Context: an optimization exercise on an open-source flow, tuned for small area, a short achievable clock period and few clock cycles. The choices shown serve that exercise and are no tape-out recipe. Function was checked by simulation only, so behaviour that the tests miss may differ from the original.

==> flow/design.v <==
package instr_executor_pkg;
  localparam int PTR_W = 5;
  localparam int OP_W  = 32;
  localparam int RES_W = 64;
  typedef enum logic [3:0] {
    ZERO  = 4'd0,
    PASSA = 4'd1,
    PASSB = 4'd2,
    ADD   = 4'd3,
    SUB   = 4'd4,
    MULT  = 4'd5,
    DIV   = 4'd6,
    MOD   = 4'd7
  } opcode_t;
  typedef logic signed [OP_W-1:0]  operand_t;
  typedef logic signed [RES_W-1:0] result_t;
  typedef struct packed {
    opcode_t  opc;
    operand_t op_a;
    operand_t op_b;
  } instruction_t;
  typedef enum logic [1:0] {
    E0  = 2'd0,    
    E1  = 2'd1,    
    IT  = 2'd2,    
    NG  = 2'd3     
  } exec_step_t;
endpackage
import instr_executor_pkg::*;
module instr_div_lsc (
  input  logic [31:0] v,
  output logic [5:0]  n
);
  logic [31:0] y;
  always_comb begin
    y = v ^ {32{v[31]}};
    n = 6'd32;
    for (int i = 0; i < 32; i++)
      if (y[i]) n = 6'(31 - i);
  end
endmodule
module instr_div_step (
  input  logic [31:0] rem,
  input  logic [31:0] dsr1,      
  input  logic [31:0] t3,        
  input  logic        ge3,       
  output logic [1:0]  digit,
  output logic [31:0] rem_next
);
  logic [32:0] t1, t2;
  logic        ge1, ge2;
  always_comb begin
    t1  = {1'b0, rem} - {1'b0, dsr1};
    t2  = {1'b0, rem} - {1'b0, dsr1[30:0], 1'b0};
    ge1 = ~t1[32];
    ge2 = ~t2[32] & ~dsr1[31];
    if (ge3)      begin digit = 2'd3; rem_next = t3[31:0]; end
    else if (ge2) begin digit = 2'd2; rem_next = t2[31:0]; end
    else if (ge1) begin digit = 2'd1; rem_next = t1[31:0]; end
    else          begin digit = 2'd0; rem_next = rem;      end
  end
endmodule
import instr_executor_pkg::*;
module instr_executor (
  input  logic               clk,
  input  logic               reset,
  input  logic               start,
  input  logic [PTR_W-1:0]   first_ptr,
  input  logic [PTR_W-1:0]   last_ptr,
  output logic [PTR_W-1:0]   read_pointer,
  input  instr_executor_pkg::instruction_t       instruction_word,
  output logic               res_valid,
  input  logic               res_ready,
  output logic [PTR_W-1:0]   res_pointer,
  output instr_executor_pkg::opcode_t            res_opcode,
  output instr_executor_pkg::result_t            result,
  output logic               div_by_zero,
  output logic               busy,
  output logic               done
);
  typedef struct packed {
    logic xa;     
    logic xrh;    
    logic xrl;    
    logic ya;     
    logic ya2;    
    logic yb;     
    logic inv;    
    logic wr;     
    logic rdiv;   
    logic dlast;  
    logic dq0;    
    logic dbz;    
    logic fin;    
  } ctrl_t;
  logic             busy_q;
  logic             done_q;
  logic             fetch_q;           
  logic [PTR_W-1:0] rd_ptr_q;
  logic [PTR_W-1:0] last_q;
  logic             e_val_q;           
  instr_executor_pkg::exec_step_t es_q;
  ctrl_t            c_q;
  logic [3:0]       e_opc_q;
  logic [PTR_W-1:0] e_ptr_q;
  logic             e_last_q;
  logic             neg_q;             
  logic [3:0]       cnt_q;             
  logic [5:0]       lz_a_q;            
  logic [5:0]       lz_b_q;            
  logic [63:0]      a_q;               
  logic [31:0]      b_q;               
  logic             r_val_q;
  logic             r_last_q;
  logic [63:0]      res_q;             
  logic [PTR_W-1:0] r_ptr_q;
  logic [3:0]       r_opc_q;
  logic             r_dbz_q;
  logic is_mul, is_dm, is_div;
  always_comb begin
    is_mul = (e_opc_q == MULT);
    is_div = (e_opc_q == DIV);
    is_dm  = (e_opc_q == DIV) || (e_opc_q == MOD);
  end
  logic [63:0] x_op, y_src, y_op, sum;
  always_comb begin
    x_op  = ({64{c_q.xa}} & a_q)
          | ({{32{c_q.xrh}}, {32{c_q.xrl}}} & res_q);
    y_src = ({64{c_q.ya}}  & a_q)
          | ({64{c_q.ya2}} & {a_q[62:0], 1'b0})
          | ({64{c_q.yb}}  & {{32{b_q[31]}}, b_q[31:0]});
    y_op  = y_src ^ {64{c_q.inv}};
    sum   = x_op + y_op + {63'd0, c_q.inv};
  end
  logic [5:0]  lsc_a, lsc_b;
  logic [6:0]  s_est;
  logic        q0_now;
  logic [31:0] b_mag;
  logic [1:0]  digit;
  logic [31:0] rem_next;
  logic [31:0] quo_next;
  logic [31:0] dm_val;
  logic [31:0] dsr_norm;
  instr_div_step u_step (
    .rem      (res_q[31:0]),
    .dsr1     (b_q),
    .t3       (sum[31:0]),
    .ge3      (~sum[34]),                 
    .digit    (digit),
    .rem_next (rem_next)
  );
  always_comb begin
    b_mag    = b_q[31] ? 32'(-b_q[31:0]) : b_q[31:0];
    s_est    = {1'b0, lz_b_q} - {1'b0, lz_a_q};
    q0_now   = lz_b_q < lz_a_q;
    dsr_norm = b_mag << {s_est[4:1], 1'b0};
    quo_next = {res_q[61:32], digit};
    dm_val   = is_div ? quo_next : rem_next;
  end
  function automatic ctrl_t booth_ctrl(input logic [2:0] d, input logic acc);
    ctrl_t c;
    c     = '0;
    c.xrh = acc;
    c.xrl = acc;
    c.ya  = d[1] ^ d[0];
    c.ya2 = (d[2] & ~d[1] & ~d[0]) | (~d[2] & d[1] & d[0]);
    c.inv = d[2] & ~(d[1] & d[0]);
    c.wr  = 1'b1;
    booth_ctrl = c;
  endfunction
  function automatic logic all_same(input logic [28:0] v);
    all_same = (v == '0) || (v == '1);
  endfunction
  function automatic logic neg_pow2(input logic [31:0] v);
    neg_pow2 = v[31];
    for (int i = 1; i < 32; i++)
      neg_pow2 = neg_pow2 & ~(~v[i] & v[i-1]);
  endfunction
  ctrl_t       c_fetch;          
  logic [3:0]  f_opc;
  logic [31:0] f_a, f_b, f_m, f_q;
  logic        f_swap;
  instr_div_lsc u_lsc_a (.v(instruction_word.op_a), .n(lsc_a));
  instr_div_lsc u_lsc_b (.v(instruction_word.op_b), .n(lsc_b));
  always_comb begin
    f_opc   = instruction_word.opc;
    f_a     = instruction_word.op_a;
    f_b     = instruction_word.op_b;
    f_swap  = (f_opc == MULT)
           && ((f_a[31:15] == '0) || (f_a[31:15] == '1))
           && !((f_b[31:15] == '0) || (f_b[31:15] == '1));
    f_m     = f_swap ? f_b : f_a;
    f_q     = f_swap ? f_a : f_b;
    c_fetch = '0;
    c_fetch.wr  = 1'b1;
    c_fetch.fin = 1'b1;
    case (f_opc)
      PASSA: c_fetch.xa = 1'b1;
      PASSB: c_fetch.yb = 1'b1;
      ADD:   begin c_fetch.xa = 1'b1; c_fetch.yb = 1'b1; end
      SUB:   begin c_fetch.xa = 1'b1; c_fetch.yb = 1'b1; c_fetch.inv = 1'b1; end
      MULT:  begin
        c_fetch     = booth_ctrl({f_q[1:0], 1'b0}, 1'b0);
        c_fetch.fin = (f_q[31:1] == '0) || (f_q[31:1] == '1);
      end
      DIV, MOD: if (f_b != '0) begin
        c_fetch.ya  = 1'b1;                  
        c_fetch.inv = f_a[31];
        c_fetch.dq0 = 1'b1;
        c_fetch.fin = 1'b0;
      end else begin
        c_fetch.dbz = 1'b1;
      end
      default: ;
    endcase
  end
  ctrl_t       c_next;           
  instr_executor_pkg::exec_step_t es_next;
  logic [63:0] a_next;
  logic [33:0] b_next;
  always_comb begin
    c_next  = '0;
    es_next = es_q;
    a_next  = a_q;
    b_next  = b_q;
    case (es_q)
      E0: if (is_mul) begin
        es_next    = IT;
        c_next     = booth_ctrl(b_q[3:1], 1'b1);
        c_next.fin = all_same(b_q[31:3]);
        a_next     = {a_q[61:0], 2'b00};
        b_next     = {{2{b_q[31]}}, b_q[31:2]};
      end else begin                         
        es_next    = E1;
        c_next.xa  = 1'b1;                   
        c_next.ya2 = 1'b1;
        a_next     = {32'd0, dsr_norm};
        b_next     = dsr_norm;
      end
      E1: begin
        es_next      = IT;
        c_next.xrl   = 1'b1;                 
        c_next.ya    = 1'b1;
        c_next.inv   = 1'b1;
        c_next.wr    = 1'b1;
        c_next.rdiv  = 1'b1;
        c_next.dlast = (cnt_q == 4'd0);
        c_next.fin   = (cnt_q == 4'd0) && !neg_q;
        a_next       = {30'd0, sum[33:0]};
      end
      IT: if (is_mul) begin
        c_next     = booth_ctrl(b_q[3:1], 1'b1);
        c_next.fin = all_same(b_q[31:3]);
        a_next     = {a_q[61:0], 2'b00};
        b_next     = {{2{b_q[31]}}, b_q[31:2]};
      end else if (c_q.dlast) begin          
        es_next    = NG;
        c_next.ya  = 1'b1;
        c_next.inv = 1'b1;
        c_next.wr  = 1'b1;
        c_next.fin = 1'b1;
        a_next     = {32'd0, dm_val};
      end else begin
        c_next.xrl   = 1'b1;
        c_next.ya    = 1'b1;
        c_next.inv   = 1'b1;
        c_next.wr    = 1'b1;
        c_next.rdiv  = 1'b1;
        c_next.dlast = (cnt_q == 4'd1);
        c_next.fin   = (cnt_q == 4'd1) && !neg_q;
        a_next       = {2'b00, a_q[63:2]};
        b_next       = {2'b00, b_q[31:2]};
      end
      default: ;
    endcase
  end
  logic        adv;              
  logic        step;
  logic        fin;              
  logic        fetch_sel;        
  logic        fetch_en;
  logic        e_en;             
  logic        xfer;
  logic [63:0] res_d;
  logic             fetch_any;       
  logic [PTR_W-1:0] ptr_cur;         
  logic             ptr_last;        
  always_comb begin
    ptr_cur   = busy_q ? rd_ptr_q : first_ptr;
    ptr_last  = busy_q ? (rd_ptr_q == last_q) : (first_ptr == last_ptr);
    fetch_any = busy_q ? fetch_q : start;
  end
  always_comb begin
    adv       = !r_val_q || res_ready;
    step      = e_val_q && adv;
    fin       = c_q.fin || (c_q.dq0 && q0_now);
    fetch_sel = fetch_any && (!e_val_q || fin);
    fetch_en  = fetch_sel && (!e_val_q || adv);
    e_en      = e_val_q ? adv : fetch_any;
    xfer      = r_val_q && res_ready;
    if (c_q.dq0 && q0_now)
      res_d = is_div ? 64'd0 : a_q;          
    else if (c_q.rdiv)
      res_d = c_q.dlast ? {32'd0, dm_val} : {quo_next, rem_next};
    else
      res_d = sum;
  end
  always_ff @(posedge clk) begin
    if (reset) begin
      busy_q  <= 1'b0;
      done_q  <= 1'b0;
      fetch_q <= 1'b0;
      e_val_q <= 1'b0;
      r_val_q <= 1'b0;
    end else begin
      done_q <= 1'b0;
      if (!busy_q && start) busy_q <= 1'b1;
      if (xfer && r_last_q) begin
        busy_q <= 1'b0;
        done_q <= 1'b1;
      end
      if (fetch_en) fetch_q <= !ptr_last;
      if (fetch_en)              e_val_q <= 1'b1;
      else if (step && fin)  e_val_q <= 1'b0;
      if (step && fin) r_val_q <= 1'b1;
      else if (xfer)       r_val_q <= 1'b0;
    end
  end
  always_ff @(posedge clk) begin
    if (!busy_q && start) last_q <= last_ptr;
    if (fetch_en) rd_ptr_q <= ptr_cur + 1'b1;
    if (e_en) begin
      if (fetch_sel) begin
        es_q     <= E0;
        c_q      <= c_fetch;
        e_opc_q  <= f_opc;
        e_ptr_q  <= ptr_cur;
        e_last_q <= ptr_last;
        a_q      <= {{32{f_m[31]}}, f_m};
        b_q      <= f_q;
      end else begin
        es_q     <= es_next;
        c_q      <= c_next;
        a_q      <= a_next;
        b_q      <= b_next;
      end
    end
    if (fetch_en) begin
      lz_a_q  <= lsc_a - {5'd0, neg_pow2(f_a)};
      lz_b_q  <= lsc_b - {5'd0, neg_pow2(f_b)};
    end
    if (step && es_q == E0 && is_dm) begin
      cnt_q <= s_est[4:1];
      neg_q <= is_div ? (a_q[31] ^ b_q[31]) : a_q[31];
    end else if (step && es_q == IT) begin
      cnt_q <= cnt_q - 1'b1;
    end
    if (step && c_q.wr) res_q <= res_d;
    if (step && fin) begin
      r_ptr_q  <= e_ptr_q;
      r_opc_q  <= e_opc_q;
      r_dbz_q  <= c_q.dbz;
      r_last_q <= e_last_q;
    end
  end
  assign read_pointer = ptr_cur;
  assign res_valid    = r_val_q;
  assign res_pointer  = r_ptr_q;
  assign res_opcode   = instr_executor_pkg::opcode_t'(r_opc_q);
  assign result       = res_q;
  assign div_by_zero  = r_dbz_q;
  assign busy         = busy_q;
  assign done         = done_q;
endmodule
make LEC_CHECK=0 CAP_MARGIN=20 CORE_MARGIN=2 CORE_UTILIZATION=45 SETUP_SLACK_MARGIN=5 SLEW_MARGIN=20 finish   # period 10.0 ns
run.sh (not shown) runs the stock make flow with config.mk's settings and CLKGATE_MAP_FILE= SYNTH_SCRIPT=/design/flow/synth_recipe.tcl, a recipe that flattens the netlist after the stock synthesis.
The starting point produced a clean layout.
Testbench counts at the start, summed over its fixed seeds: cycles 58,034.
Rerun with:
--- a/flow/design.v
+++ b/flow/design.v
@@ -103,6 +103,4 @@
   ctrl_t            c_q;
   logic [3:0]       e_opc_q;
-  logic [PTR_W-1:0] e_ptr_q;
-  logic             e_last_q;
   logic             neg_q;             
   logic [3:0]       cnt_q;             
@@ -112,7 +110,7 @@
   logic [31:0]      b_q;               
   logic             r_val_q;
-  logic             r_last_q;
   logic [63:0]      res_q;             
-  logic [PTR_W-1:0] r_ptr_q;
+  logic [PTR_W-1:0] r_ptr;             
+  logic             r_last;            
   logic [3:0]       r_opc_q;
   logic             r_dbz_q;
@@ -292,4 +290,8 @@
   end
   always_comb begin
+    r_ptr  = rd_ptr_q - {{(PTR_W-1){1'b0}}, 1'b1} - {{(PTR_W-1){1'b0}}, e_val_q};
+    r_last = (r_ptr == last_q);
+  end
+  always_comb begin
     adv       = !r_val_q || res_ready;
     step      = e_val_q && adv;
@@ -316,5 +318,5 @@
       done_q <= 1'b0;
       if (!busy_q && start) busy_q <= 1'b1;
-      if (xfer && r_last_q) begin
+      if (xfer && r_last) begin
         busy_q <= 1'b0;
         done_q <= 1'b1;
@@ -335,6 +337,4 @@
         c_q      <= c_fetch;
         e_opc_q  <= f_opc;
-        e_ptr_q  <= ptr_cur;
-        e_last_q <= ptr_last;
         a_q      <= {{32{f_m[31]}}, f_m};
         b_q      <= f_q;
@@ -358,13 +358,11 @@
     if (step && c_q.wr) res_q <= res_d;
     if (step && fin) begin
-      r_ptr_q  <= e_ptr_q;
       r_opc_q  <= e_opc_q;
       r_dbz_q  <= c_q.dbz;
-      r_last_q <= e_last_q;
     end
   end
   assign read_pointer = ptr_cur;
   assign res_valid    = r_val_q;
-  assign res_pointer  = r_ptr_q;
+  assign res_pointer  = r_ptr;
   assign res_opcode   = instr_executor_pkg::opcode_t'(r_opc_q);
   assign result       = res_q;
What happened: The new run produced a clean layout. Routed wire length stays flat. Final cell count went down by 1.5%. Cell area is lower by 2.8%. Die area falls by 2.2%. Hold slack improved by 0.023 ns. Global-route usage goes up by 1.6 points. Setup slack gets worse by 0.022 ns.
Testbench counts after the change, summed over its fixed seeds: cycles 58,034.

## re-timing with driven ports
The results above use ideal ports. As a check the final layouts listed here were re-extracted and re-timed, cells and wires unchanged. Step 1 assumes that a clkbuf_16 drives the clock port and a buf_2 every other input. Step 2 moves the port delays by t, midway between the first and last clock arrival at a register: inputs arrive t later, outputs are due t later. That takes back most of the time a late clock gives input paths. a / b / c = no drivers / after step 1 / after step 2; a / b = the first two.
run	t (ns)	slack for setup (ns)	clock arrival spread, ns
the first run	0.647	4.917 / 4.954 / 4.307	0.043 / 0.043
the second run	0.634	4.895 / 4.895 / 4.510	0.033 / 0.032
After both steps every run listed still meets setup and hold. For the first run, which loses most, drivers alone change the setup slack by +0.037 ns; drivers and shift together by -0.610 ns.
